Background: an optimization exercise with open tools, aiming at small area. Do not read the settings as production practice. Only the layout flow was run in this run; the RTL was not checked for function there.

===== run.sh =====
#!/bin/bash
# synth_recipe.tcl (not shown) runs the flow's synth.tcl, then flattens the netlist and writes it again
# the make line also repeats each setting of config.mk as NAME=value (left out here)
make -C /OpenROAD-flow-scripts/flow DESIGN_CONFIG=/design/flow/config.mk WORK_HOME=/design/flow/orfs CLKGATE_MAP_FILE= SYNTH_SCRIPT=/design/flow/synth_recipe.tcl finish

===== config.mk =====
export PLATFORM = sky130hd
export DESIGN_NAME = fir_decim_top
export DESIGN_NICKNAME = fir_decim_top
export VERILOG_FILES = /design/flow/design.v
export SDC_FILE = /design/flow/constraint.sdc
export NUM_CORES = 4
export LEC_CHECK = 0
export CAP_MARGIN = 20
export CORE_MARGIN = 2
export CORE_UTILIZATION = 40
export CTS_BUF_LIST = sky130_fd_sc_hd__clkbuf_16
export CTS_CLUSTER_DIAMETER = 100
export CTS_CLUSTER_SIZE = 28
export SLEW_MARGIN = 20
export SYNTH_HIERARCHICAL = 1
export SYNTH_MINIMUM_KEEP_SIZE = 0

===== constraint.sdc =====
create_clock -name core_clock -period 10.0 [get_ports {clk}]
set_input_delay 2.0000 -clock core_clock [delete_from_list [all_inputs] [get_ports {clk}]]
set_output_delay 2.0000 -clock core_clock [all_outputs]
set_load 0.01 [all_outputs]

===== design.v =====
`default_nettype none
package fir_decim_pkg;
    localparam int SAMPLE_W  = 18;
    localparam int ACC_W     = 48;
    localparam int TAP_CNT   = 34;
    localparam int TAP_W     = 6;
    localparam int DECIM     = 8;
    localparam int OUT_SHIFT = 16;
    function automatic logic signed [SAMPLE_W-1:0] fir_coef(input logic [TAP_W-1:0] idx);
        case (idx)
            6'd0: fir_coef = 2;
            6'd1: fir_coef = -18'sd10;
            6'd2: fir_coef = 26;
            6'd3: fir_coef = -18'sd59;
            6'd4: fir_coef = 113;
            6'd5: fir_coef = -18'sd202;
            6'd6: fir_coef = 334;
            6'd7: fir_coef = -18'sd529;
            6'd8: fir_coef = 802;
            6'd9: fir_coef = -18'sd1182;
            6'd10: fir_coef = 1701;
            6'd11: fir_coef = -18'sd2421;
            6'd12: fir_coef = 3441;
            6'd13: fir_coef = -18'sd4984;
            6'd14: fir_coef = 7619;
            6'd15: fir_coef = -18'sd13462;
            6'd16: fir_coef = 41571;
            6'd17: fir_coef = 41571;
            6'd18: fir_coef = -18'sd13462;
            6'd19: fir_coef = 7619;
            6'd20: fir_coef = -18'sd4984;
            6'd21: fir_coef = 3441;
            6'd22: fir_coef = -18'sd2421;
            6'd23: fir_coef = 1701;
            6'd24: fir_coef = -18'sd1182;
            6'd25: fir_coef = 802;
            6'd26: fir_coef = -18'sd529;
            6'd27: fir_coef = 334;
            6'd28: fir_coef = -18'sd202;
            6'd29: fir_coef = 113;
            6'd30: fir_coef = -18'sd59;
            6'd31: fir_coef = 26;
            6'd32: fir_coef = -18'sd10;
            6'd33: fir_coef = 2;
            default: fir_coef = '0;
        endcase
    endfunction
    localparam int SEL_W = 31;
    function automatic logic [SEL_W-1:0] fir_coef_sel(input logic [TAP_W-1:0] idx);
        case (idx)
            6'd0: fir_coef_sel = 31'h4000000C;   
            6'd1: fir_coef_sel = 31'h1CC;   
            6'd2: fir_coef_sel = 31'hC1C;   
            6'd3: fir_coef_sel = 31'h10CA;   
            6'd4: fir_coef_sel = 31'hC10A;   
            6'd5: fir_coef_sel = 31'h1A1CC;   
            6'd6: fir_coef_sel = 31'hAAA2C;   
            6'd7: fir_coef_sel = 31'h1C0101;   
            6'd8: fir_coef_sel = 31'h610C0C;   
            6'd9: fir_coef_sel = 31'h11AC0C;   
            6'd10: fir_coef_sel = 31'h6CCCCA;   
            6'd11: fir_coef_sel = 31'hECCA21;   
            6'd12: fir_coef_sel = 31'h51AC10A;   
            6'd13: fir_coef_sel = 31'h90CA10;   
            6'd14: fir_coef_sel = 31'h61C10C1;   
            6'd15: fir_coef_sel = 31'hD11C11C;   
            6'd16: fir_coef_sel = 31'h360CACC1;   
            6'd17: fir_coef_sel = 31'h360CACC1;   
            6'd18: fir_coef_sel = 31'hD11C11C;   
            6'd19: fir_coef_sel = 31'h61C10C1;   
            6'd20: fir_coef_sel = 31'h90CA10;   
            6'd21: fir_coef_sel = 31'h51AC10A;   
            6'd22: fir_coef_sel = 31'hECCA21;   
            6'd23: fir_coef_sel = 31'h6CCCCA;   
            6'd24: fir_coef_sel = 31'h11AC0C;   
            6'd25: fir_coef_sel = 31'h610C0C;   
            6'd26: fir_coef_sel = 31'h1C0101;   
            6'd27: fir_coef_sel = 31'hAAA2C;   
            6'd28: fir_coef_sel = 31'h1A1CC;   
            6'd29: fir_coef_sel = 31'hC10A;   
            6'd30: fir_coef_sel = 31'h10CA;   
            6'd31: fir_coef_sel = 31'hC1C;   
            6'd32: fir_coef_sel = 31'h1CC;   
            default: fir_coef_sel = '0;
        endcase
    endfunction
endpackage
`default_nettype wire
`default_nettype none
module dsp_mac (
    input  wire logic [35:0] acc,
    input  wire logic [17:0] x,
    input  wire logic [30:0] sel,
    output logic      [35:0] sum
);
    logic [17:0] xn;
    logic g0_0, g0_1, g0_2, g0_3, g0_4, g0_5, g0_6, g0_7, g0_8, g0_9, g0_10, g0_11, g0_12, g0_13, g0_14, g0_15, g0_16, g0_17, g0_18, cor0, g1_0, g1_1, g1_2, g1_3, g1_4, g1_5, g1_6, g1_7, g1_8, g1_9, g1_10, g1_11, g1_12, g1_13, g1_14, g1_15, g1_16, g1_17, g1_18, cor1, g2_0, g2_1, g2_2, g2_3, g2_4, g2_5, g2_6, g2_7, g2_8, g2_9, g2_10, g2_11, g2_12, g2_13, g2_14, g2_15, g2_16, g2_17, g2_18, cor2, g3_0, g3_1, g3_2, g3_3, g3_4, g3_5, g3_6, g3_7, g3_8, g3_9, g3_10, g3_11, g3_12, g3_13, g3_14, g3_15, g3_16, g3_17, g3_18, cor3, g4_0, g4_1, g4_2, g4_3, g4_4, g4_5, g4_6, g4_7, g4_8, g4_9, g4_10, g4_11, g4_12, g4_13, g4_14, g4_15, g4_16, g4_17, g4_18, cor4, g5_0, g5_1, g5_2, g5_3, g5_4, g5_5, g5_6, g5_7, g5_8, g5_9, g5_10, g5_11, g5_12, g5_13, g5_14, g5_15, g5_16, g5_17, g5_18, cor5, g6_0, g6_1, g6_2, g6_3, g6_4, g6_5, g6_6, g6_7, g6_8, g6_9, g6_10, g6_11, g6_12, g6_13, g6_14, g6_15, g6_16, g6_17, g6_18, cor6, g7_0, g7_1, g7_2, g7_3, g7_4, g7_5, g7_6, g7_7, g7_8, g7_9, g7_10, g7_11, g7_12, g7_13, g7_14, g7_15, g7_16, g7_17, g7_18, cor7, s1, c2, s3, c4, s5, c6, s7, c8, s9, c10, s11, c12, s13, c14, s15, c16, s17, c18, s19, c20, s21, c22, s23, c24, s25, c26, s27, c28, s29, c30, s31, c32, s33, c34, s35, c36, s37, c38, s39, c40, s41, c42, s43, c44, s45, c46, s47, c48, s49, c50, s51, c52, s53, c54, s55, c56, s57, c58, s59, c60, s61, c62, s63, c64, s65, c66, s67, c68, s69, c70, s71, c72, s73, c74, s75, c76, s77, c78, s79, c80, s81, c82, s83, c84, s85, c86, s87, c88, s89, c90, s91, c92, s93, c94, s95, c96, s97, c98, s99, c100, s101, c102, s103, c104, s105, c106, s107, c108, s109, c110, s111, c112, s113, c114, s115, c116, s117, c118, s119, c120, s121, c122, s123, c124, s125, c126, s127, c128, s129, c130, s131, c132, s133, c134, s135, c136, s137, c138, s139, c140, s141, c142, s143, c144, s145, c146, s147, c148, s149, c150, s151, c152, s153, c154, s155, c156, s157, c158, s159, c160, s161, c162, s163, c164, s165, c166, s167, c168, s169, c170, s171, c172, s173, c174, s175, c176, s177, c178, s179, c180, s181, c182, s183, c184, s185, c186, s187, c188, s189, c190, s191, c192, s193, c194, s195, c196, s197, c198, s199, c200, s201, c202, s203, c204, s205, c206, s207, c208, s209, c210, s211, c212, s213, c214, s215, c216, s217, c218, s219, c220, s221, c222, s223, c224, s225, c226, s227, c228, s229, c230, s231, c232, s233, c234, s235, c236, s237, c238, s239, c240, s241, c242, s243, c244, s245, c246, s247, c248, s249, c250, s251, c252, s253, c254, s255, c256, s257, c258, s259, c260, s261, c262, s263, c264, s265, c266, s267, c268, s269, c270, s271, c272, s273, c274, s275, c276, s277, c278, s279, c280, s281, c282, s283, c284, s285, c286, s287, c288, s289, c290, s291, c292, s293, c294, s295, c296, s297, c298, s299, c300, s301, c302, s303, c304, s305, c306, s307, c308, s309, c310, s311, c312, s313, c314, s315, c316, s317, c318, s319, c320, s321, c322, s323, c324, r325, r326, r327, r328, r329, r330, r331, r332, r333, r334, r335, r336, r337, r338, t339, r340, t341, r342, t343, r344, t345, r346, t347, r348, t349, r350, t351, r352, t353, r354, t355, r356, t357, r358, t359, r360, t361, r362, p363, q364, p365, q366, p367, q368, p369, q370, p371, q372, p373, q374, p375, q376, p377, q378, p379, q380, p381, q382, p383, q384, p385, k386, t387, r388, t389, r390, t391, r392, t393, r394, t395, r396, t397, r398, t399, r400, t401, r402, t403, r404, t405, p406, q407, p408, q409, p410, q411, p412, q413, p414, q415, p416, q417, p418, q419, p420, q421, p422, q423;
    assign xn = ~x;
    assign g0_0 = ~((sel[0] & x[0]) | (sel[1] & xn[0]) | sel[2]);
    assign g0_1 = ~((sel[0] & x[1]) | (sel[1] & xn[1]) | (sel[2] & xn[0]));
    assign g0_2 = ~((sel[0] & x[2]) | (sel[1] & xn[2]) | (sel[2] & xn[1]));
    assign g0_3 = ~((sel[0] & x[3]) | (sel[1] & xn[3]) | (sel[2] & xn[2]));
    assign g0_4 = ~((sel[0] & x[4]) | (sel[1] & xn[4]) | (sel[2] & xn[3]));
    assign g0_5 = ~((sel[0] & x[5]) | (sel[1] & xn[5]) | (sel[2] & xn[4]));
    assign g0_6 = ~((sel[0] & x[6]) | (sel[1] & xn[6]) | (sel[2] & xn[5]));
    assign g0_7 = ~((sel[0] & x[7]) | (sel[1] & xn[7]) | (sel[2] & xn[6]));
    assign g0_8 = ~((sel[0] & x[8]) | (sel[1] & xn[8]) | (sel[2] & xn[7]));
    assign g0_9 = ~((sel[0] & x[9]) | (sel[1] & xn[9]) | (sel[2] & xn[8]));
    assign g0_10 = ~((sel[0] & x[10]) | (sel[1] & xn[10]) | (sel[2] & xn[9]));
    assign g0_11 = ~((sel[0] & x[11]) | (sel[1] & xn[11]) | (sel[2] & xn[10]));
    assign g0_12 = ~((sel[0] & x[12]) | (sel[1] & xn[12]) | (sel[2] & xn[11]));
    assign g0_13 = ~((sel[0] & x[13]) | (sel[1] & xn[13]) | (sel[2] & xn[12]));
    assign g0_14 = ~((sel[0] & x[14]) | (sel[1] & xn[14]) | (sel[2] & xn[13]));
    assign g0_15 = ~((sel[0] & x[15]) | (sel[1] & xn[15]) | (sel[2] & xn[14]));
    assign g0_16 = ~((sel[0] & x[16]) | (sel[1] & xn[16]) | (sel[2] & xn[15]));
    assign g0_17 = ~((sel[0] & x[17]) | (sel[1] & xn[17]) | (sel[2] & xn[16]));
    assign g0_18 = (sel[0] & x[17]) | (sel[1] & xn[17]) | (sel[2] & xn[17]);
    assign cor0 = ~sel[3];
    assign g1_0 = ~((sel[5] & x[0]) | (sel[6] & xn[0]));
    assign g1_1 = ~((sel[4] & x[0]) | (sel[5] & x[1]) | (sel[6] & xn[1]));
    assign g1_2 = ~((sel[4] & x[1]) | (sel[5] & x[2]) | (sel[6] & xn[2]));
    assign g1_3 = ~((sel[4] & x[2]) | (sel[5] & x[3]) | (sel[6] & xn[3]));
    assign g1_4 = ~((sel[4] & x[3]) | (sel[5] & x[4]) | (sel[6] & xn[4]));
    assign g1_5 = ~((sel[4] & x[4]) | (sel[5] & x[5]) | (sel[6] & xn[5]));
    assign g1_6 = ~((sel[4] & x[5]) | (sel[5] & x[6]) | (sel[6] & xn[6]));
    assign g1_7 = ~((sel[4] & x[6]) | (sel[5] & x[7]) | (sel[6] & xn[7]));
    assign g1_8 = ~((sel[4] & x[7]) | (sel[5] & x[8]) | (sel[6] & xn[8]));
    assign g1_9 = ~((sel[4] & x[8]) | (sel[5] & x[9]) | (sel[6] & xn[9]));
    assign g1_10 = ~((sel[4] & x[9]) | (sel[5] & x[10]) | (sel[6] & xn[10]));
    assign g1_11 = ~((sel[4] & x[10]) | (sel[5] & x[11]) | (sel[6] & xn[11]));
    assign g1_12 = ~((sel[4] & x[11]) | (sel[5] & x[12]) | (sel[6] & xn[12]));
    assign g1_13 = ~((sel[4] & x[12]) | (sel[5] & x[13]) | (sel[6] & xn[13]));
    assign g1_14 = ~((sel[4] & x[13]) | (sel[5] & x[14]) | (sel[6] & xn[14]));
    assign g1_15 = ~((sel[4] & x[14]) | (sel[5] & x[15]) | (sel[6] & xn[15]));
    assign g1_16 = ~((sel[4] & x[15]) | (sel[5] & x[16]) | (sel[6] & xn[16]));
    assign g1_17 = ~((sel[4] & x[16]) | (sel[5] & x[17]) | (sel[6] & xn[17]));
    assign g1_18 = (sel[4] & x[17]) | (sel[5] & x[17]) | (sel[6] & xn[17]);
    assign cor1 = ~sel[7];
    assign g2_0 = ~((sel[8] & x[0]) | (sel[9] & xn[0]) | sel[10]);
    assign g2_1 = ~((sel[8] & x[1]) | (sel[9] & xn[1]) | (sel[10] & xn[0]));
    assign g2_2 = ~((sel[8] & x[2]) | (sel[9] & xn[2]) | (sel[10] & xn[1]));
    assign g2_3 = ~((sel[8] & x[3]) | (sel[9] & xn[3]) | (sel[10] & xn[2]));
    assign g2_4 = ~((sel[8] & x[4]) | (sel[9] & xn[4]) | (sel[10] & xn[3]));
    assign g2_5 = ~((sel[8] & x[5]) | (sel[9] & xn[5]) | (sel[10] & xn[4]));
    assign g2_6 = ~((sel[8] & x[6]) | (sel[9] & xn[6]) | (sel[10] & xn[5]));
    assign g2_7 = ~((sel[8] & x[7]) | (sel[9] & xn[7]) | (sel[10] & xn[6]));
    assign g2_8 = ~((sel[8] & x[8]) | (sel[9] & xn[8]) | (sel[10] & xn[7]));
    assign g2_9 = ~((sel[8] & x[9]) | (sel[9] & xn[9]) | (sel[10] & xn[8]));
    assign g2_10 = ~((sel[8] & x[10]) | (sel[9] & xn[10]) | (sel[10] & xn[9]));
    assign g2_11 = ~((sel[8] & x[11]) | (sel[9] & xn[11]) | (sel[10] & xn[10]));
    assign g2_12 = ~((sel[8] & x[12]) | (sel[9] & xn[12]) | (sel[10] & xn[11]));
    assign g2_13 = ~((sel[8] & x[13]) | (sel[9] & xn[13]) | (sel[10] & xn[12]));
    assign g2_14 = ~((sel[8] & x[14]) | (sel[9] & xn[14]) | (sel[10] & xn[13]));
    assign g2_15 = ~((sel[8] & x[15]) | (sel[9] & xn[15]) | (sel[10] & xn[14]));
    assign g2_16 = ~((sel[8] & x[16]) | (sel[9] & xn[16]) | (sel[10] & xn[15]));
    assign g2_17 = ~((sel[8] & x[17]) | (sel[9] & xn[17]) | (sel[10] & xn[16]));
    assign g2_18 = (sel[8] & x[17]) | (sel[9] & xn[17]) | (sel[10] & xn[17]);
    assign cor2 = ~sel[11];
    assign g3_0 = ~((sel[12] & x[0]) | (sel[13] & xn[0]) | sel[14]);
    assign g3_1 = ~((sel[12] & x[1]) | (sel[13] & xn[1]) | (sel[14] & xn[0]));
    assign g3_2 = ~((sel[12] & x[2]) | (sel[13] & xn[2]) | (sel[14] & xn[1]));
    assign g3_3 = ~((sel[12] & x[3]) | (sel[13] & xn[3]) | (sel[14] & xn[2]));
    assign g3_4 = ~((sel[12] & x[4]) | (sel[13] & xn[4]) | (sel[14] & xn[3]));
    assign g3_5 = ~((sel[12] & x[5]) | (sel[13] & xn[5]) | (sel[14] & xn[4]));
    assign g3_6 = ~((sel[12] & x[6]) | (sel[13] & xn[6]) | (sel[14] & xn[5]));
    assign g3_7 = ~((sel[12] & x[7]) | (sel[13] & xn[7]) | (sel[14] & xn[6]));
    assign g3_8 = ~((sel[12] & x[8]) | (sel[13] & xn[8]) | (sel[14] & xn[7]));
    assign g3_9 = ~((sel[12] & x[9]) | (sel[13] & xn[9]) | (sel[14] & xn[8]));
    assign g3_10 = ~((sel[12] & x[10]) | (sel[13] & xn[10]) | (sel[14] & xn[9]));
    assign g3_11 = ~((sel[12] & x[11]) | (sel[13] & xn[11]) | (sel[14] & xn[10]));
    assign g3_12 = ~((sel[12] & x[12]) | (sel[13] & xn[12]) | (sel[14] & xn[11]));
    assign g3_13 = ~((sel[12] & x[13]) | (sel[13] & xn[13]) | (sel[14] & xn[12]));
    assign g3_14 = ~((sel[12] & x[14]) | (sel[13] & xn[14]) | (sel[14] & xn[13]));
    assign g3_15 = ~((sel[12] & x[15]) | (sel[13] & xn[15]) | (sel[14] & xn[14]));
    assign g3_16 = ~((sel[12] & x[16]) | (sel[13] & xn[16]) | (sel[14] & xn[15]));
    assign g3_17 = ~((sel[12] & x[17]) | (sel[13] & xn[17]) | (sel[14] & xn[16]));
    assign g3_18 = (sel[12] & x[17]) | (sel[13] & xn[17]) | (sel[14] & xn[17]);
    assign cor3 = ~sel[15];
    assign g4_0 = ~((sel[16] & x[0]) | (sel[17] & xn[0]) | sel[18]);
    assign g4_1 = ~((sel[16] & x[1]) | (sel[17] & xn[1]) | (sel[18] & xn[0]));
    assign g4_2 = ~((sel[16] & x[2]) | (sel[17] & xn[2]) | (sel[18] & xn[1]));
    assign g4_3 = ~((sel[16] & x[3]) | (sel[17] & xn[3]) | (sel[18] & xn[2]));
    assign g4_4 = ~((sel[16] & x[4]) | (sel[17] & xn[4]) | (sel[18] & xn[3]));
    assign g4_5 = ~((sel[16] & x[5]) | (sel[17] & xn[5]) | (sel[18] & xn[4]));
    assign g4_6 = ~((sel[16] & x[6]) | (sel[17] & xn[6]) | (sel[18] & xn[5]));
    assign g4_7 = ~((sel[16] & x[7]) | (sel[17] & xn[7]) | (sel[18] & xn[6]));
    assign g4_8 = ~((sel[16] & x[8]) | (sel[17] & xn[8]) | (sel[18] & xn[7]));
    assign g4_9 = ~((sel[16] & x[9]) | (sel[17] & xn[9]) | (sel[18] & xn[8]));
    assign g4_10 = ~((sel[16] & x[10]) | (sel[17] & xn[10]) | (sel[18] & xn[9]));
    assign g4_11 = ~((sel[16] & x[11]) | (sel[17] & xn[11]) | (sel[18] & xn[10]));
    assign g4_12 = ~((sel[16] & x[12]) | (sel[17] & xn[12]) | (sel[18] & xn[11]));
    assign g4_13 = ~((sel[16] & x[13]) | (sel[17] & xn[13]) | (sel[18] & xn[12]));
    assign g4_14 = ~((sel[16] & x[14]) | (sel[17] & xn[14]) | (sel[18] & xn[13]));
    assign g4_15 = ~((sel[16] & x[15]) | (sel[17] & xn[15]) | (sel[18] & xn[14]));
    assign g4_16 = ~((sel[16] & x[16]) | (sel[17] & xn[16]) | (sel[18] & xn[15]));
    assign g4_17 = ~((sel[16] & x[17]) | (sel[17] & xn[17]) | (sel[18] & xn[16]));
    assign g4_18 = (sel[16] & x[17]) | (sel[17] & xn[17]) | (sel[18] & xn[17]);
    assign cor4 = ~sel[19];
    assign g5_0 = ~((sel[20] & x[0]) | (sel[21] & xn[0]));
    assign g5_1 = ~((sel[20] & x[1]) | (sel[21] & xn[1]));
    assign g5_2 = ~((sel[20] & x[2]) | (sel[21] & xn[2]));
    assign g5_3 = ~((sel[20] & x[3]) | (sel[21] & xn[3]));
    assign g5_4 = ~((sel[20] & x[4]) | (sel[21] & xn[4]));
    assign g5_5 = ~((sel[20] & x[5]) | (sel[21] & xn[5]));
    assign g5_6 = ~((sel[20] & x[6]) | (sel[21] & xn[6]));
    assign g5_7 = ~((sel[20] & x[7]) | (sel[21] & xn[7]));
    assign g5_8 = ~((sel[20] & x[8]) | (sel[21] & xn[8]));
    assign g5_9 = ~((sel[20] & x[9]) | (sel[21] & xn[9]));
    assign g5_10 = ~((sel[20] & x[10]) | (sel[21] & xn[10]));
    assign g5_11 = ~((sel[20] & x[11]) | (sel[21] & xn[11]));
    assign g5_12 = ~((sel[20] & x[12]) | (sel[21] & xn[12]));
    assign g5_13 = ~((sel[20] & x[13]) | (sel[21] & xn[13]));
    assign g5_14 = ~((sel[20] & x[14]) | (sel[21] & xn[14]));
    assign g5_15 = ~((sel[20] & x[15]) | (sel[21] & xn[15]));
    assign g5_16 = ~((sel[20] & x[16]) | (sel[21] & xn[16]));
    assign g5_17 = ~((sel[20] & x[17]) | (sel[21] & xn[17]));
    assign g5_18 = (sel[20] & x[17]) | (sel[21] & xn[17]);
    assign cor5 = ~sel[22];
    assign g6_0 = ~((sel[23] & x[0]) | (sel[24] & xn[0]) | sel[25]);
    assign g6_1 = ~((sel[23] & x[1]) | (sel[24] & xn[1]) | (sel[25] & xn[0]));
    assign g6_2 = ~((sel[23] & x[2]) | (sel[24] & xn[2]) | (sel[25] & xn[1]));
    assign g6_3 = ~((sel[23] & x[3]) | (sel[24] & xn[3]) | (sel[25] & xn[2]));
    assign g6_4 = ~((sel[23] & x[4]) | (sel[24] & xn[4]) | (sel[25] & xn[3]));
    assign g6_5 = ~((sel[23] & x[5]) | (sel[24] & xn[5]) | (sel[25] & xn[4]));
    assign g6_6 = ~((sel[23] & x[6]) | (sel[24] & xn[6]) | (sel[25] & xn[5]));
    assign g6_7 = ~((sel[23] & x[7]) | (sel[24] & xn[7]) | (sel[25] & xn[6]));
    assign g6_8 = ~((sel[23] & x[8]) | (sel[24] & xn[8]) | (sel[25] & xn[7]));
    assign g6_9 = ~((sel[23] & x[9]) | (sel[24] & xn[9]) | (sel[25] & xn[8]));
    assign g6_10 = ~((sel[23] & x[10]) | (sel[24] & xn[10]) | (sel[25] & xn[9]));
    assign g6_11 = ~((sel[23] & x[11]) | (sel[24] & xn[11]) | (sel[25] & xn[10]));
    assign g6_12 = ~((sel[23] & x[12]) | (sel[24] & xn[12]) | (sel[25] & xn[11]));
    assign g6_13 = ~((sel[23] & x[13]) | (sel[24] & xn[13]) | (sel[25] & xn[12]));
    assign g6_14 = ~((sel[23] & x[14]) | (sel[24] & xn[14]) | (sel[25] & xn[13]));
    assign g6_15 = ~((sel[23] & x[15]) | (sel[24] & xn[15]) | (sel[25] & xn[14]));
    assign g6_16 = ~((sel[23] & x[16]) | (sel[24] & xn[16]) | (sel[25] & xn[15]));
    assign g6_17 = ~((sel[23] & x[17]) | (sel[24] & xn[17]) | (sel[25] & xn[16]));
    assign g6_18 = (sel[23] & x[17]) | (sel[24] & xn[17]) | (sel[25] & xn[17]);
    assign cor6 = ~sel[26];
    assign g7_0 = ~((sel[27] & x[0]) | sel[28]);
    assign g7_1 = ~((sel[27] & x[1]) | (sel[28] & xn[0]));
    assign g7_2 = ~((sel[27] & x[2]) | (sel[28] & xn[1]));
    assign g7_3 = ~((sel[27] & x[3]) | (sel[28] & xn[2]));
    assign g7_4 = ~((sel[27] & x[4]) | (sel[28] & xn[3]));
    assign g7_5 = ~((sel[27] & x[5]) | (sel[28] & xn[4]));
    assign g7_6 = ~((sel[27] & x[6]) | (sel[28] & xn[5]));
    assign g7_7 = ~((sel[27] & x[7]) | (sel[28] & xn[6]));
    assign g7_8 = ~((sel[27] & x[8]) | (sel[28] & xn[7]));
    assign g7_9 = ~((sel[27] & x[9]) | (sel[28] & xn[8]));
    assign g7_10 = ~((sel[27] & x[10]) | (sel[28] & xn[9]));
    assign g7_11 = ~((sel[27] & x[11]) | (sel[28] & xn[10]));
    assign g7_12 = ~((sel[27] & x[12]) | (sel[28] & xn[11]));
    assign g7_13 = ~((sel[27] & x[13]) | (sel[28] & xn[12]));
    assign g7_14 = ~((sel[27] & x[14]) | (sel[28] & xn[13]));
    assign g7_15 = ~((sel[27] & x[15]) | (sel[28] & xn[14]));
    assign g7_16 = ~((sel[27] & x[16]) | (sel[28] & xn[15]));
    assign g7_17 = ~((sel[27] & x[17]) | (sel[28] & xn[16]));
    assign g7_18 = (sel[27] & x[17]) | (sel[28] & xn[17]);
    assign cor7 = ~sel[29];
    mac_ha u_ha1 (.a(acc[14]), .b(g0_14), .s(s1), .co(c2));
    mac_fa u_fa2 (.a(sel[30]), .b(acc[15]), .c(g0_15), .s(s3), .co(c4));
    mac_ha u_ha3 (.a(acc[16]), .b(g0_16), .s(s5), .co(c6));
    mac_ha u_ha4 (.a(acc[17]), .b(g0_17), .s(s7), .co(c8));
    assign s9 = ~(acc[18] ^ g0_18);
    assign c10 = acc[18] | g0_18;
    assign s11 = ~acc[19];
    assign c12 = acc[19];
    mac_ha u_ha5 (.a(acc[8]), .b(g0_8), .s(s13), .co(c14));
    mac_ha u_ha6 (.a(acc[9]), .b(g0_9), .s(s15), .co(c16));
    mac_fa u_fa7 (.a(acc[10]), .b(g0_10), .c(g1_8), .s(s17), .co(c18));
    mac_ha u_ha8 (.a(g2_6), .b(g3_4), .s(s19), .co(c20));
    mac_fa u_fa9 (.a(acc[11]), .b(g0_11), .c(g1_9), .s(s21), .co(c22));
    mac_ha u_ha10 (.a(g2_7), .b(g3_5), .s(s23), .co(c24));
    mac_fa u_fa11 (.a(acc[12]), .b(g0_12), .c(g1_10), .s(s25), .co(c26));
    mac_fa u_fa12 (.a(g2_8), .b(g3_6), .c(g4_4), .s(s27), .co(c28));
    mac_ha u_ha13 (.a(g5_2), .b(g6_0), .s(s29), .co(c30));
    mac_fa u_fa14 (.a(acc[13]), .b(g0_13), .c(g1_11), .s(s31), .co(c32));
    mac_fa u_fa15 (.a(g2_9), .b(g3_7), .c(g4_5), .s(s33), .co(c34));
    mac_ha u_ha16 (.a(g5_3), .b(g6_1), .s(s35), .co(c36));
    mac_fa u_fa17 (.a(g1_12), .b(g2_10), .c(g3_8), .s(s37), .co(c38));
    mac_fa u_fa18 (.a(g4_6), .b(g5_4), .c(g6_2), .s(s39), .co(c40));
    mac_fa u_fa19 (.a(g7_0), .b(cor7), .c(s1), .s(s41), .co(c42));
    mac_fa u_fa20 (.a(g1_13), .b(g2_11), .c(g3_9), .s(s43), .co(c44));
    mac_fa u_fa21 (.a(g4_7), .b(g5_5), .c(g6_3), .s(s45), .co(c46));
    mac_fa u_fa22 (.a(g7_1), .b(c2), .c(s3), .s(s47), .co(c48));
    mac_fa u_fa23 (.a(g1_14), .b(g2_12), .c(g3_10), .s(s49), .co(c50));
    mac_fa u_fa24 (.a(g4_8), .b(g5_6), .c(g6_4), .s(s51), .co(c52));
    mac_fa u_fa25 (.a(g7_2), .b(c4), .c(s5), .s(s53), .co(c54));
    mac_fa u_fa26 (.a(g1_15), .b(g2_13), .c(g3_11), .s(s55), .co(c56));
    mac_fa u_fa27 (.a(g4_9), .b(g5_7), .c(g6_5), .s(s57), .co(c58));
    mac_fa u_fa28 (.a(g7_3), .b(c6), .c(s7), .s(s59), .co(c60));
    mac_fa u_fa29 (.a(g1_16), .b(g2_14), .c(g3_12), .s(s61), .co(c62));
    mac_fa u_fa30 (.a(g4_10), .b(g5_8), .c(g6_6), .s(s63), .co(c64));
    mac_fa u_fa31 (.a(g7_4), .b(c8), .c(s9), .s(s65), .co(c66));
    mac_fa u_fa32 (.a(g1_17), .b(g2_15), .c(g3_13), .s(s67), .co(c68));
    mac_fa u_fa33 (.a(g4_11), .b(g5_9), .c(g6_7), .s(s69), .co(c70));
    mac_fa u_fa34 (.a(g7_5), .b(c10), .c(s11), .s(s71), .co(c72));
    mac_fa u_fa35 (.a(acc[20]), .b(g1_18), .c(g2_16), .s(s73), .co(c74));
    mac_fa u_fa36 (.a(g3_14), .b(g4_12), .c(g5_10), .s(s75), .co(c76));
    mac_fa u_fa37 (.a(g6_8), .b(g7_6), .c(c12), .s(s77), .co(c78));
    assign s79 = ~(acc[21] ^ g2_17);
    assign c80 = acc[21] | g2_17;
    mac_fa u_fa38 (.a(g3_15), .b(g4_13), .c(g5_11), .s(s81), .co(c82));
    mac_ha u_ha39 (.a(g6_9), .b(g7_7), .s(s83), .co(c84));
    mac_fa u_fa40 (.a(acc[22]), .b(g2_18), .c(g3_16), .s(s85), .co(c86));
    mac_fa u_fa41 (.a(g4_14), .b(g5_12), .c(g6_10), .s(s87), .co(c88));
    assign s89 = ~(acc[23] ^ g3_17);
    assign c90 = acc[23] | g3_17;
    mac_ha u_ha42 (.a(g4_15), .b(g5_13), .s(s91), .co(c92));
    mac_fa u_fa43 (.a(acc[24]), .b(g3_18), .c(g4_16), .s(s93), .co(c94));
    assign s95 = ~acc[25];
    assign c96 = acc[25];
    mac_ha u_ha44 (.a(acc[4]), .b(g0_4), .s(s97), .co(c98));
    mac_ha u_ha45 (.a(acc[5]), .b(g0_5), .s(s99), .co(c100));
    mac_fa u_fa46 (.a(acc[6]), .b(g0_6), .c(g1_4), .s(s101), .co(c102));
    mac_ha u_ha47 (.a(g2_2), .b(g3_0), .s(s103), .co(c104));
    mac_fa u_fa48 (.a(acc[7]), .b(g0_7), .c(g1_5), .s(s105), .co(c106));
    mac_ha u_ha49 (.a(g2_3), .b(g3_1), .s(s107), .co(c108));
    mac_fa u_fa50 (.a(g1_6), .b(g2_4), .c(g3_2), .s(s109), .co(c110));
    mac_fa u_fa51 (.a(g4_0), .b(cor4), .c(s13), .s(s111), .co(c112));
    mac_fa u_fa52 (.a(g1_7), .b(g2_5), .c(g3_3), .s(s113), .co(c114));
    mac_fa u_fa53 (.a(g4_1), .b(c14), .c(s15), .s(s115), .co(c116));
    mac_fa u_fa54 (.a(g4_2), .b(g5_0), .c(cor5), .s(s117), .co(c118));
    mac_fa u_fa55 (.a(c16), .b(s17), .c(s19), .s(s119), .co(c120));
    mac_fa u_fa56 (.a(g4_3), .b(g5_1), .c(c18), .s(s121), .co(c122));
    mac_fa u_fa57 (.a(c20), .b(s21), .c(s23), .s(s123), .co(c124));
    mac_fa u_fa58 (.a(cor6), .b(c22), .c(c24), .s(s125), .co(c126));
    mac_fa u_fa59 (.a(s25), .b(s27), .c(s29), .s(s127), .co(c128));
    mac_fa u_fa60 (.a(c26), .b(c28), .c(c30), .s(s129), .co(c130));
    mac_fa u_fa61 (.a(s31), .b(s33), .c(s35), .s(s131), .co(c132));
    mac_fa u_fa62 (.a(c32), .b(c34), .c(c36), .s(s133), .co(c134));
    mac_fa u_fa63 (.a(s37), .b(s39), .c(s41), .s(s135), .co(c136));
    mac_fa u_fa64 (.a(c38), .b(c40), .c(c42), .s(s137), .co(c138));
    mac_fa u_fa65 (.a(s43), .b(s45), .c(s47), .s(s139), .co(c140));
    mac_fa u_fa66 (.a(c44), .b(c46), .c(c48), .s(s141), .co(c142));
    mac_fa u_fa67 (.a(s49), .b(s51), .c(s53), .s(s143), .co(c144));
    mac_fa u_fa68 (.a(c50), .b(c52), .c(c54), .s(s145), .co(c146));
    mac_fa u_fa69 (.a(s55), .b(s57), .c(s59), .s(s147), .co(c148));
    mac_fa u_fa70 (.a(c56), .b(c58), .c(c60), .s(s149), .co(c150));
    mac_fa u_fa71 (.a(s61), .b(s63), .c(s65), .s(s151), .co(c152));
    mac_fa u_fa72 (.a(c62), .b(c64), .c(c66), .s(s153), .co(c154));
    mac_fa u_fa73 (.a(s67), .b(s69), .c(s71), .s(s155), .co(c156));
    mac_fa u_fa74 (.a(c68), .b(c70), .c(c72), .s(s157), .co(c158));
    mac_fa u_fa75 (.a(s73), .b(s75), .c(s77), .s(s159), .co(c160));
    mac_fa u_fa76 (.a(c74), .b(c76), .c(c78), .s(s161), .co(c162));
    mac_fa u_fa77 (.a(s79), .b(s81), .c(s83), .s(s163), .co(c164));
    mac_fa u_fa78 (.a(g7_8), .b(c80), .c(c82), .s(s165), .co(c166));
    mac_fa u_fa79 (.a(c84), .b(s85), .c(s87), .s(s167), .co(c168));
    mac_fa u_fa80 (.a(g6_11), .b(g7_9), .c(c86), .s(s169), .co(c170));
    mac_fa u_fa81 (.a(c88), .b(s89), .c(s91), .s(s171), .co(c172));
    mac_fa u_fa82 (.a(g5_14), .b(g6_12), .c(g7_10), .s(s173), .co(c174));
    mac_fa u_fa83 (.a(c90), .b(c92), .c(s93), .s(s175), .co(c176));
    mac_fa u_fa84 (.a(g4_17), .b(g5_15), .c(g6_13), .s(s177), .co(c178));
    mac_fa u_fa85 (.a(g7_11), .b(c94), .c(s95), .s(s179), .co(c180));
    mac_fa u_fa86 (.a(acc[26]), .b(g4_18), .c(g5_16), .s(s181), .co(c182));
    mac_fa u_fa87 (.a(g6_14), .b(g7_12), .c(c96), .s(s183), .co(c184));
    assign s185 = ~(acc[27] ^ g5_17);
    assign c186 = acc[27] | g5_17;
    mac_ha u_ha88 (.a(g6_15), .b(g7_13), .s(s187), .co(c188));
    mac_fa u_fa89 (.a(acc[28]), .b(g5_18), .c(g6_16), .s(s189), .co(c190));
    assign s191 = ~acc[29];
    assign c192 = acc[29];
    mac_ha u_ha90 (.a(acc[2]), .b(g0_2), .s(s193), .co(c194));
    mac_ha u_ha91 (.a(acc[3]), .b(g0_3), .s(s195), .co(c196));
    mac_fa u_fa92 (.a(g1_2), .b(g2_0), .c(cor2), .s(s197), .co(c198));
    mac_fa u_fa93 (.a(g1_3), .b(g2_1), .c(c98), .s(s199), .co(c200));
    mac_fa u_fa94 (.a(cor3), .b(c100), .c(s101), .s(s201), .co(c202));
    mac_fa u_fa95 (.a(c102), .b(c104), .c(s105), .s(s203), .co(c204));
    mac_fa u_fa96 (.a(c106), .b(c108), .c(s109), .s(s205), .co(c206));
    mac_fa u_fa97 (.a(c110), .b(c112), .c(s113), .s(s207), .co(c208));
    mac_fa u_fa98 (.a(c114), .b(c116), .c(s117), .s(s209), .co(c210));
    mac_fa u_fa99 (.a(c118), .b(c120), .c(s121), .s(s211), .co(c212));
    mac_fa u_fa100 (.a(c122), .b(c124), .c(s125), .s(s213), .co(c214));
    mac_fa u_fa101 (.a(c126), .b(c128), .c(s129), .s(s215), .co(c216));
    mac_fa u_fa102 (.a(c130), .b(c132), .c(s133), .s(s217), .co(c218));
    mac_fa u_fa103 (.a(c134), .b(c136), .c(s137), .s(s219), .co(c220));
    mac_fa u_fa104 (.a(c138), .b(c140), .c(s141), .s(s221), .co(c222));
    mac_fa u_fa105 (.a(c142), .b(c144), .c(s145), .s(s223), .co(c224));
    mac_fa u_fa106 (.a(c146), .b(c148), .c(s149), .s(s225), .co(c226));
    mac_fa u_fa107 (.a(c150), .b(c152), .c(s153), .s(s227), .co(c228));
    mac_fa u_fa108 (.a(c154), .b(c156), .c(s157), .s(s229), .co(c230));
    mac_fa u_fa109 (.a(c158), .b(c160), .c(s161), .s(s231), .co(c232));
    mac_fa u_fa110 (.a(c162), .b(c164), .c(s165), .s(s233), .co(c234));
    mac_fa u_fa111 (.a(c166), .b(c168), .c(s169), .s(s235), .co(c236));
    mac_fa u_fa112 (.a(c170), .b(c172), .c(s173), .s(s237), .co(c238));
    mac_fa u_fa113 (.a(c174), .b(c176), .c(s177), .s(s239), .co(c240));
    mac_fa u_fa114 (.a(c178), .b(c180), .c(s181), .s(s241), .co(c242));
    mac_fa u_fa115 (.a(c182), .b(c184), .c(s185), .s(s243), .co(c244));
    mac_fa u_fa116 (.a(g7_14), .b(c186), .c(c188), .s(s245), .co(c246));
    mac_fa u_fa117 (.a(g6_17), .b(g7_15), .c(c190), .s(s247), .co(c248));
    mac_fa u_fa118 (.a(acc[30]), .b(g6_18), .c(g7_16), .s(s249), .co(c250));
    assign s251 = ~acc[31];
    assign c252 = acc[31];
    mac_ha u_ha119 (.a(acc[0]), .b(g0_0), .s(s253), .co(c254));
    mac_ha u_ha120 (.a(acc[1]), .b(g0_1), .s(s255), .co(c256));
    mac_fa u_fa121 (.a(g1_0), .b(cor1), .c(s193), .s(s257), .co(c258));
    mac_fa u_fa122 (.a(g1_1), .b(c194), .c(s195), .s(s259), .co(c260));
    mac_fa u_fa123 (.a(s97), .b(c196), .c(s197), .s(s261), .co(c262));
    mac_fa u_fa124 (.a(s99), .b(c198), .c(s199), .s(s263), .co(c264));
    mac_fa u_fa125 (.a(s103), .b(c200), .c(s201), .s(s265), .co(c266));
    mac_fa u_fa126 (.a(s107), .b(c202), .c(s203), .s(s267), .co(c268));
    mac_fa u_fa127 (.a(s111), .b(c204), .c(s205), .s(s269), .co(c270));
    mac_fa u_fa128 (.a(s115), .b(c206), .c(s207), .s(s271), .co(c272));
    mac_fa u_fa129 (.a(s119), .b(c208), .c(s209), .s(s273), .co(c274));
    mac_fa u_fa130 (.a(s123), .b(c210), .c(s211), .s(s275), .co(c276));
    mac_fa u_fa131 (.a(s127), .b(c212), .c(s213), .s(s277), .co(c278));
    mac_fa u_fa132 (.a(s131), .b(c214), .c(s215), .s(s279), .co(c280));
    mac_fa u_fa133 (.a(s135), .b(c216), .c(s217), .s(s281), .co(c282));
    mac_fa u_fa134 (.a(s139), .b(c218), .c(s219), .s(s283), .co(c284));
    mac_fa u_fa135 (.a(s143), .b(c220), .c(s221), .s(s285), .co(c286));
    mac_fa u_fa136 (.a(s147), .b(c222), .c(s223), .s(s287), .co(c288));
    mac_fa u_fa137 (.a(s151), .b(c224), .c(s225), .s(s289), .co(c290));
    mac_fa u_fa138 (.a(s155), .b(c226), .c(s227), .s(s291), .co(c292));
    mac_fa u_fa139 (.a(s159), .b(c228), .c(s229), .s(s293), .co(c294));
    mac_fa u_fa140 (.a(s163), .b(c230), .c(s231), .s(s295), .co(c296));
    mac_fa u_fa141 (.a(s167), .b(c232), .c(s233), .s(s297), .co(c298));
    mac_fa u_fa142 (.a(s171), .b(c234), .c(s235), .s(s299), .co(c300));
    mac_fa u_fa143 (.a(s175), .b(c236), .c(s237), .s(s301), .co(c302));
    mac_fa u_fa144 (.a(s179), .b(c238), .c(s239), .s(s303), .co(c304));
    mac_fa u_fa145 (.a(s183), .b(c240), .c(s241), .s(s305), .co(c306));
    mac_fa u_fa146 (.a(s187), .b(c242), .c(s243), .s(s307), .co(c308));
    mac_fa u_fa147 (.a(s189), .b(c244), .c(s245), .s(s309), .co(c310));
    mac_fa u_fa148 (.a(s191), .b(c246), .c(s247), .s(s311), .co(c312));
    mac_fa u_fa149 (.a(c192), .b(c248), .c(s249), .s(s313), .co(c314));
    mac_fa u_fa150 (.a(g7_17), .b(c250), .c(s251), .s(s315), .co(c316));
    mac_fa u_fa151 (.a(acc[32]), .b(g7_18), .c(c252), .s(s317), .co(c318));
    assign s319 = ~acc[33];
    assign c320 = acc[33];
    assign s321 = ~acc[34];
    assign c322 = acc[34];
    assign s323 = ~acc[35];
    assign c324 = acc[35];
    mac_ha u_ha152 (.a(cor0), .b(s253), .s(sum[0]), .co(r325));
    mac_fa u_fa153 (.a(c254), .b(s255), .c(r325), .s(sum[1]), .co(r326));
    mac_fa u_fa154 (.a(c256), .b(s257), .c(r326), .s(sum[2]), .co(r327));
    mac_fa u_fa155 (.a(c258), .b(s259), .c(r327), .s(sum[3]), .co(r328));
    mac_fa u_fa156 (.a(c260), .b(s261), .c(r328), .s(sum[4]), .co(r329));
    mac_fa u_fa157 (.a(c262), .b(s263), .c(r329), .s(sum[5]), .co(r330));
    mac_fa u_fa158 (.a(c264), .b(s265), .c(r330), .s(sum[6]), .co(r331));
    mac_fa u_fa159 (.a(c266), .b(s267), .c(r331), .s(sum[7]), .co(r332));
    mac_fa u_fa160 (.a(c268), .b(s269), .c(r332), .s(sum[8]), .co(r333));
    mac_fa u_fa161 (.a(c270), .b(s271), .c(r333), .s(sum[9]), .co(r334));
    mac_fa u_fa162 (.a(c272), .b(s273), .c(r334), .s(sum[10]), .co(r335));
    mac_fa u_fa163 (.a(c274), .b(s275), .c(r335), .s(sum[11]), .co(r336));
    mac_fa u_fa164 (.a(c276), .b(s277), .c(r336), .s(sum[12]), .co(r337));
    mac_fa u_fa165 (.a(c278), .b(s279), .c(r337), .s(sum[13]), .co(r338));
    mac_ha u_ha166 (.a(c280), .b(s281), .s(t339), .co(r340));
    mac_fa u_fa167 (.a(c282), .b(s283), .c(r340), .s(t341), .co(r342));
    mac_fa u_fa168 (.a(c284), .b(s285), .c(r342), .s(t343), .co(r344));
    mac_fa u_fa169 (.a(c286), .b(s287), .c(r344), .s(t345), .co(r346));
    mac_fa u_fa170 (.a(c288), .b(s289), .c(r346), .s(t347), .co(r348));
    mac_fa u_fa171 (.a(c290), .b(s291), .c(r348), .s(t349), .co(r350));
    mac_fa u_fa172 (.a(c292), .b(s293), .c(r350), .s(t351), .co(r352));
    mac_fa u_fa173 (.a(c294), .b(s295), .c(r352), .s(t353), .co(r354));
    mac_fa u_fa174 (.a(c296), .b(s297), .c(r354), .s(t355), .co(r356));
    mac_fa u_fa175 (.a(c298), .b(s299), .c(r356), .s(t357), .co(r358));
    mac_fa u_fa176 (.a(c300), .b(s301), .c(r358), .s(t359), .co(r360));
    mac_fa u_fa177 (.a(c302), .b(s303), .c(r360), .s(t361), .co(r362));
    assign sum[14] = t339 ^ r338;
    assign p363 = t339;
    assign q364 = r338 & p363;
    assign sum[15] = t341 ^ q364;
    assign p365 = p363 & t341;
    assign q366 = r338 & p365;
    assign sum[16] = t343 ^ q366;
    assign p367 = p365 & t343;
    assign q368 = r338 & p367;
    assign sum[17] = t345 ^ q368;
    assign p369 = p367 & t345;
    assign q370 = r338 & p369;
    assign sum[18] = t347 ^ q370;
    assign p371 = p369 & t347;
    assign q372 = r338 & p371;
    assign sum[19] = t349 ^ q372;
    assign p373 = p371 & t349;
    assign q374 = r338 & p373;
    assign sum[20] = t351 ^ q374;
    assign p375 = p373 & t351;
    assign q376 = r338 & p375;
    assign sum[21] = t353 ^ q376;
    assign p377 = p375 & t353;
    assign q378 = r338 & p377;
    assign sum[22] = t355 ^ q378;
    assign p379 = p377 & t355;
    assign q380 = r338 & p379;
    assign sum[23] = t357 ^ q380;
    assign p381 = p379 & t357;
    assign q382 = r338 & p381;
    assign sum[24] = t359 ^ q382;
    assign p383 = p381 & t359;
    assign q384 = r338 & p383;
    assign sum[25] = t361 ^ q384;
    assign p385 = p383 & t361;
    assign k386 = r362 | (r338 & p385);
    mac_ha u_ha178 (.a(c304), .b(s305), .s(t387), .co(r388));
    mac_fa u_fa179 (.a(c306), .b(s307), .c(r388), .s(t389), .co(r390));
    mac_fa u_fa180 (.a(c308), .b(s309), .c(r390), .s(t391), .co(r392));
    mac_fa u_fa181 (.a(c310), .b(s311), .c(r392), .s(t393), .co(r394));
    mac_fa u_fa182 (.a(c312), .b(s313), .c(r394), .s(t395), .co(r396));
    mac_fa u_fa183 (.a(c314), .b(s315), .c(r396), .s(t397), .co(r398));
    mac_fa u_fa184 (.a(c316), .b(s317), .c(r398), .s(t399), .co(r400));
    mac_fa u_fa185 (.a(c318), .b(s319), .c(r400), .s(t401), .co(r402));
    mac_fa u_fa186 (.a(c320), .b(s321), .c(r402), .s(t403), .co(r404));
    assign t405 = c322 ^ s323 ^ r404;
    assign sum[26] = t387 ^ k386;
    assign p406 = t387;
    assign q407 = k386 & p406;
    assign sum[27] = t389 ^ q407;
    assign p408 = p406 & t389;
    assign q409 = k386 & p408;
    assign sum[28] = t391 ^ q409;
    assign p410 = p408 & t391;
    assign q411 = k386 & p410;
    assign sum[29] = t393 ^ q411;
    assign p412 = p410 & t393;
    assign q413 = k386 & p412;
    assign sum[30] = t395 ^ q413;
    assign p414 = p412 & t395;
    assign q415 = k386 & p414;
    assign sum[31] = t397 ^ q415;
    assign p416 = p414 & t397;
    assign q417 = k386 & p416;
    assign sum[32] = t399 ^ q417;
    assign p418 = p416 & t399;
    assign q419 = k386 & p418;
    assign sum[33] = t401 ^ q419;
    assign p420 = p418 & t401;
    assign q421 = k386 & p420;
    assign sum[34] = t403 ^ q421;
    assign p422 = p420 & t403;
    assign q423 = k386 & p422;
    assign sum[35] = t405 ^ q423;
endmodule
module mac_fa (
    input  wire logic a,
    input  wire logic b,
    input  wire logic c,
    output logic      s,
    output logic      co
);
    assign s  = a ^ b ^ c;
    assign co = (a & b) | (c & (a ^ b));
endmodule
module mac_ha (
    input  wire logic a,
    input  wire logic b,
    output logic      s,
    output logic      co
);
    assign s  = a ^ b;
    assign co = a & b;
endmodule
`default_nettype wire
`default_nettype none
module fir_decim_top(
    input  wire logic                                       clk,
    input  wire logic                                       reset,
    input  wire logic                                       sample_in_rdy,
    input  wire logic signed [fir_decim_pkg::SAMPLE_W-1:0] sample_in_l,
    input  wire logic signed [fir_decim_pkg::SAMPLE_W-1:0] sample_in_r,
    output logic                                            sample_out_rdy,
    output logic      signed [fir_decim_pkg::SAMPLE_W-1:0] sample_out_l,
    output logic      signed [fir_decim_pkg::SAMPLE_W-1:0] sample_out_r,
    output logic                                            overrun,
    output logic                                            init_done
);
    localparam int SW  = fir_decim_pkg::SAMPLE_W;
    localparam int SLW = fir_decim_pkg::SEL_W;
    localparam int AW  = 36;    
    localparam int WIN = 40;    
    logic [5:0] cnt, cnt_d;      
    logic [2:0] pidx, pidx_d;    
    logic       win, win_d;      
    logic       init_d;
    logic       acc_valid;
    logic       is_wait, accept, win_last, done;
    assign is_wait  = init_done && (cnt == '0);
    assign accept   = is_wait && sample_in_rdy;
    assign win_last = win && (cnt == 6'd1);
    always_comb begin
        cnt_d  = cnt;
        pidx_d = pidx;
        win_d  = win;
        if (accept) begin
            pidx_d = pidx + 1'b1;
            cnt_d  = (pidx == 3'd7) ? 6'(WIN) : 6'd1;
            win_d  = (pidx == 3'd7);
        end else if (cnt != '0) begin
            cnt_d = cnt - 1'b1;
            if (cnt == 6'd1) win_d = 1'b0;
        end
        init_d = init_done || (cnt == 6'd1);
    end
    always_ff @(posedge clk or posedge reset) begin
        if (reset) begin
            cnt       <= 6'd34;
            pidx      <= '0;
            win       <= 1'b0;
            acc_valid <= 1'b0;
            overrun   <= 1'b0;
            init_done <= 1'b0;
        end else begin
            cnt       <= cnt_d;
            pidx      <= pidx_d;
            win       <= win_d;
            init_done <= init_d;
            acc_valid <= win_last;
            overrun   <= sample_in_rdy && !is_wait;
        end
    end
    localparam int QD = 4;
    logic [2*SW-1:0] q [QD];
    logic [QD-1:0]   qv;           
    logic [QD-1:0]   qmv;          
    logic [2*SW-1:0] xr;
    logic [2:0]      xc, xc_d;     
    logic [2:0]      xp, xp_d;     
    logic            ext, ext_d;   
    logic            late, late_d; 
    logic            x_free, x_load, q_push, rebase, tap32;
    assign x_free = (xc <= 3'd1) && !ext && !(xc == 3'd1 && xp == 3'd7);
    assign x_load = x_free && (qv[QD-1] || (accept && qv == '0));
    assign q_push = accept && !(x_load && !qv[QD-1]);
    logic [QD-1:0] qlv;
    always_comb begin
        qlv[QD-1] = x_load && qv[QD-1];
        qmv[QD-1] = qv[QD-2] && (!qv[QD-1] || qlv[QD-1]);
        for (int i = QD - 2; i >= 1; i--) begin
            qlv[i] = qmv[i+1];
            qmv[i] = qv[i-1] && (!qv[i] || qlv[i]);
        end
        qlv[0] = qmv[1];
        qmv[0] = q_push;
    end
    assign tap32 = ext && late && (jh == 2'd3);
    always_comb begin
        xc_d   = x_load ? 3'd4 : (xc != '0) ? xc - 1'b1 : xc;
        xp_d   = x_load ? xp + 1'b1 : xp;
        ext_d  = (xc == 3'd1 && xp == 3'd7) || (ext && !tap32);
        late_d = !x_load && (late || done);
    end
    assign rebase = done;
    always_ff @(posedge clk or posedge reset) begin
        if (reset) begin
            qv <= '0;
            xc <= '0;
            xp <= 3'd7;
            ext  <= 1'b0;
            late <= 1'b0;
        end else begin
            qv <= qmv | (qv & ~qlv);
            xc <= xc_d;
            xp <= xp_d;
            ext  <= ext_d;
            late <= late_d;
        end
    end
    always_ff @(posedge clk) begin
        if (q_push) q[0] <= {sample_in_l, sample_in_r};
        for (int i = 1; i < QD; i++) begin
            if (qmv[i]) q[i] <= q[i-1];
        end
        if (x_load) xr <= qv[QD-1] ? q[QD-1] : {sample_in_l, sample_in_r};
    end
    logic [1:0] jh, jh_d;
    assign jh_d = rebase ? jh : jh + 1'b1;
    always_ff @(posedge clk or posedge reset) begin
        if (reset) begin
            jh <= '0;
        end else begin
            jh <= jh_d;
        end
    end
    assign done = (xc != '0) && (xp == 3'd7) && (jh == 2'd0) && !late;
    logic [SLW-1:0] sel;
    logic           tap_on_d;
    logic [2:0]     tap_j_d;
    assign tap_on_d = (xc_d != '0) || (ext_d && late_d && jh_d == 2'd3);
    assign tap_j_d  = {1'b0, jh_d} + {2'b0, late_d};
    always_ff @(posedge clk) begin
        sel <= tap_on_d ? fir_decim_pkg::fir_coef_sel({tap_j_d, ~xp_d}) : '0;
    end
    logic [AW-1:0]   ring_l [4];
    logic [AW-1:0]   ring_r [4];
    logic [AW-1:0]   sum_l, sum_r, rst_l, rst_r;
    logic [2*SW-1:0] y6;
    logic            clr, clr_y6;
    always_ff @(posedge clk) begin
        if (x_load && xp == 3'd6) y6 <= xr;
    end
    assign rst_l = clr_y6 ? {{(AW-SW-1){y6[2*SW-1]}}, y6[2*SW-1:SW], 1'b0} : '0;
    assign rst_r = clr_y6 ? {{(AW-SW-1){y6[SW-1]}},   y6[SW-1:0],    1'b0} : '0;
    dsp_mac u_mac_l (.acc(ring_l[0]), .x(xr[2*SW-1:SW]), .sel(sel), .sum(sum_l));
    dsp_mac u_mac_r (.acc(ring_r[0]), .x(xr[SW-1:0]),    .sel(sel), .sum(sum_r));
    always_ff @(posedge clk) begin
        clr       <= !init_done || done;
        clr_y6    <= done;
        ring_l[0] <= ring_l[1];
        ring_r[0] <= ring_r[1];
        ring_l[1] <= ring_l[2];
        ring_r[1] <= ring_r[2];
        ring_l[2] <= clr ? rst_l : ring_l[3];
        ring_r[2] <= clr ? rst_r : ring_r[3];
        ring_l[3] <= sum_l;
        ring_r[3] <= sum_r;
    end
    localparam int HW = AW - fir_decim_pkg::OUT_SHIFT;    
    function automatic logic [SW-1:0] sat(input logic [HW-1:0] s);
        if (s[HW-1:SW-1] == '0 || s[HW-1:SW-1] == '1) begin
            sat = s[SW-1:0];
        end else begin
            sat = {s[HW-1], {(SW-1){!s[HW-1]}}};
        end
    endfunction
    logic [HW-1:0] hold_l, hold_r;
    always_ff @(posedge clk) begin
        if (done) begin
            hold_l <= sum_l[AW-1:AW-HW];
            hold_r <= sum_r[AW-1:AW-HW];
        end
    end
    always_ff @(posedge clk or posedge reset) begin
        if (reset) begin
            sample_out_rdy <= 1'b0;
            sample_out_l   <= '0;
            sample_out_r   <= '0;
        end else begin
            sample_out_rdy <= acc_valid;
            sample_out_l   <= acc_valid ? sat(hold_l) : '0;
            sample_out_r   <= acc_valid ? sat(hold_r) : '0;
        end
    end
endmodule
`default_nettype wire

==> run summary <==
[critical path, stage by stage, from the launching register on]
cell and delay (ns):
edfxtp_1 0.79, inv_1 0.38, a221oi_1 0.47, fa_1 0.50, fa_1 0.51, fa_1 0.44
fa_1 0.51, fa_1 0.43, fa_1 0.39, fa_1 0.40, fa_1 0.39, fa_1 0.41
fa_1 0.39, fa_1 0.39, fa_1 0.38, fa_1 0.40, fa_1 0.41, fa_1 0.59
nand4_1 0.16, nor4_4 0.49, o21ai_0 0.19, xnor2_1 0.27
[metal layers]
| layer | part of all wire | vias to the layer above | global-route usage |
|---|---|---|---|
| met3 | 0.055 | 119 | 0.0311 |
| li1 | - | 8827 | - |
| met2 | 0.45 | 544 | 0.306 |
| met1 | 0.46 | 10000 | 0.288 |
| met4 | 0.034 | 4 | 0.0658 |
| met5 | 0.00034 | - | 0 |
[Yosys stat by module, one instance, submodules excluded]
module | times used | cell area, µm² | flip-flops and latches
fir_decim_top | 1 | 19200 | 638
dsp_mac | 2 | 2810 | 0
mac_fa | 326 | 20.0 | 0
mac_ha | 46 | 12.5 | 0
[flip-flops by register name, summed over array words and instances (netlist names), 20 cells and up]
signal  count
q         144
ring_l    144
ring_r    144
xr         36
y6         36
sel        28
hold_l     20
hold_r     20
[kinds of logic after synthesis]
group,Yosys count,share of synthesized area
flops,638,0.490
compound gates,510,0.108
simple gates,510,0.0795
fa+ha+maj,412,0.238
buf+inv,349,0.0425
mux,82,0.0273
xor+xnor,53,0.0148
[final cells by class]
class	instances	area share
multi-input cells	1567	0.425
well taps	1050	0.0374
repair buffers	144	0.0366
inverters	191	0.0205
flip-flops and latches	638	0.446
clock inverters	25	0.00822
clock buffers	37	0.0263
[worst paths after layout]
check                                     start                   endpoint  slack, ns  cells after the start
hold / removal             ring_l[1][5]$_DFF_P_       ring_l[0][5]$_DFF_P_       0.32                      0
min in group asynchronous                 reset  sample_out_l[9]$_DFF_PP0_       1.99                      3
setup / recovery               xr[14]$_DFFE_PN_       hold_r[17]$_DFFE_PP_       0.52                     21
hold reg to reg            ring_l[1][5]$_DFF_P_       ring_l[0][5]$_DFF_P_       0.32                      0
max in group asynchronous                 reset            qv[3]$_DFF_PP0_       7.34                      3
setup reg to reg               xr[14]$_DFFE_PN_       hold_r[17]$_DFFE_PP_       0.52                     21
[per-stage QoR]
step | setup slack (ns) | util | std cells
after global routing | 0.0698 | 0.445 | 3652
after CTS | 0.541 | 0.445 | 3652
after detailed placement | 0.539 | 0.430 | 3590
final | 0.520 | 0.445 | 3652
after global placement | 0.719 | 0.430 | 3590
after floorplan | 1.53 | - | 2554
[layout by cell type, fill, tap and decap left out, types with 4 or more instances in the layout]
| cell type | n |
|---|---|
| xor2_1 | 13 |
| a221oi_1 | 139 |
| and3_1 | 9 |
| a211oi_1 | 14 |
| o211a_1 | 5 |
| inv_1 | 198 |
| nor2_1 | 119 |
| nor3_1 | 21 |
| and2_1 | 69 |
| mux2i_1 | 40 |
| buf_4 | 66 |
| clkbuf_16 | 37 |
| ha_1 | 86 |
| a22oi_1 | 35 |
| clkinv_16 | 4 |
| nand2_1 | 155 |
| nand2b_1 | 7 |
| clkdlybuf4s50_1 | 77 |
| dfxtp_1 | 316 |
| edfxtp_1 | 256 |
| nor2b_1 | 84 |
| xnor2_1 | 39 |
| dfrtp_1 | 58 |
| nand4_1 | 5 |
| dfstp_2 | 5 |
| o221ai_1 | 4 |
| o211ai_1 | 8 |
| a31o_2 | 4 |
| mux2_2 | 42 |
| a31oi_1 | 9 |
| o21a_1 | 5 |
| nand3_1 | 17 |
| a21oi_1 | 90 |
| fa_1 | 326 |
| o21ai_0 | 167 |
==> impl_results.md <==
- Status: complete, no violations
- Post-route ant nets: 0
- Nature of the critical path endpoint: flip-flop
- WHS: 0.320 ns
- Initial antenna violation count: 5
- Most common cell in the netlist: fa_1
- Top cells by count, synth: fa_1 (326), dfxtp_1 (318), edfxtp_1 (256)
- Seq/Total Area, Yosys: 0.490
- Slew headroom: 0.322
- GP Congestion: 0.903
- # fillers: 7198
- IO Count: 78
- Core footprint: 79000 µm²
- Area delta synth->final: 10.0%
- Post-synthesis async set-or-reset flop share: 0.100
- Design Area, Final: 35200 µm²
- DR vias/cell: 5.35
- Final nets: 3027
- Worst-margin pin slew: 1.02 ns
- Post-synth EDFFs: 256
- Placed cell area: 33900 µm²
- Clock Skews: 0.0536 ns
- Iteration-0 DRC count of the detailed router: 1824
- HP Class: flip-flop to flip-flop
- Num rows: 103
- Post-synth top area cell: edfxtp_1
- Overflow after GRT: 0
- Sequential cell area: 15700 µm²
- Clock tree root driver cell: clkbuf_16
- Cell Area, Synth: 32000 µm²
- Ranking of synthesized cells by area: edfxtp_1 (24%), fa_1 (20%), dfxtp_1 (20%), dfrtp_1 (4.6%), a221oi_1 (3.8%)
- Max-Cap Viols: 0
- Antenna cell count: 0
- Final setup viols: 0
- CP Data Required Time: 10.41 ns
- Die height: 287 µm
- Die X: 287 µm
- Post-Route WL: 79900 µm
- Netlist cell types: 71
- Unrepaired setup endpoints after global routing: no
- Critical path peak fanout: 15
- Die Area: 82200 µm²
- Clock Path Buffers: 3
- First-pass GRT wire length: 125000 µm
- Hpwl dp: 58900 µm
- Global Route Usage Sum: 0.199
- Avg WL per Cell: 21.9 µm
- Post-synth top flop: dfxtp_1
- CP Class: flip-flop to flip-flop
- Post-Route Setup TNS: 0 ns
- Area occupied by multi-input gates: 15000 µm²
- Initial Utilization: 0.404
- Synth warn: 13
- Port buffer count: 77
- Vias in the first global route: 20500
- H-tree levels: 2
- Final Hold Vio Count: 0
- Total number of vias: 19500
- Fmax: 105 MHz
- TritonCTS clock tree: done
- Max-slew violation count: 0
- Average size of a mapped cell: 12.5 µm²
- Net Count, Synth: 3005
- Share of the synthesized area in the top cell type: 0.241
- #FFs+latches synth: 638
- Remaining DRCs: 0
- # clock sinks: 638
- Ratio of cells with drive above 1 in the final layout: 0.0769
- Post-CTS sizing: 0
- Largest net degree at the start of global routing: 65
- Final period util: 0.948
- Cts bufs inserted: 34
- Drt first pass iters: 5
- Critical Path AT: 9.89 ns
- Latest clock arrival within the worst-skew pair: 0.61 ns
- Worst-path clk slew: 0.12 ns
- CTS Hold Bufs: 0
- Cells after synthesis: 2554
- Crit start category: flip-flop
- Period minus WS final: 9.48 ns
- Post CTS Setup Buffer Count: 0

-- afterwards: timing with drivers on the ports --
In the flow no input, the clock included, has a driving cell. The finished layout below was timed again as built, in two steps.
Step 1 sets driving cells, clkbuf_16 on the clock port and buf_2 on the other inputs (assumed; they add their load-dependent delay and slew).
Step 2 times the ports against the registers' clock, not the clock port: input delays grow and output delays shrink by t, the midpoint of the rising clock arrivals with the driver on.
Slacks: no drivers / after step 1 / after step 2; pairs: no drivers / after step 1.
t (ns): 0.644
setup WS [ns]: 0.520 / 0.520 / 0.520
clock arrival spread, ns: 0.054 / 0.054
worst slew at a driven data input, ns: 0.06
After both steps setup and hold are still met in this run. For this run, drivers alone change the setup slack by 0.000 ns; drivers and shift together by 0.000 ns.
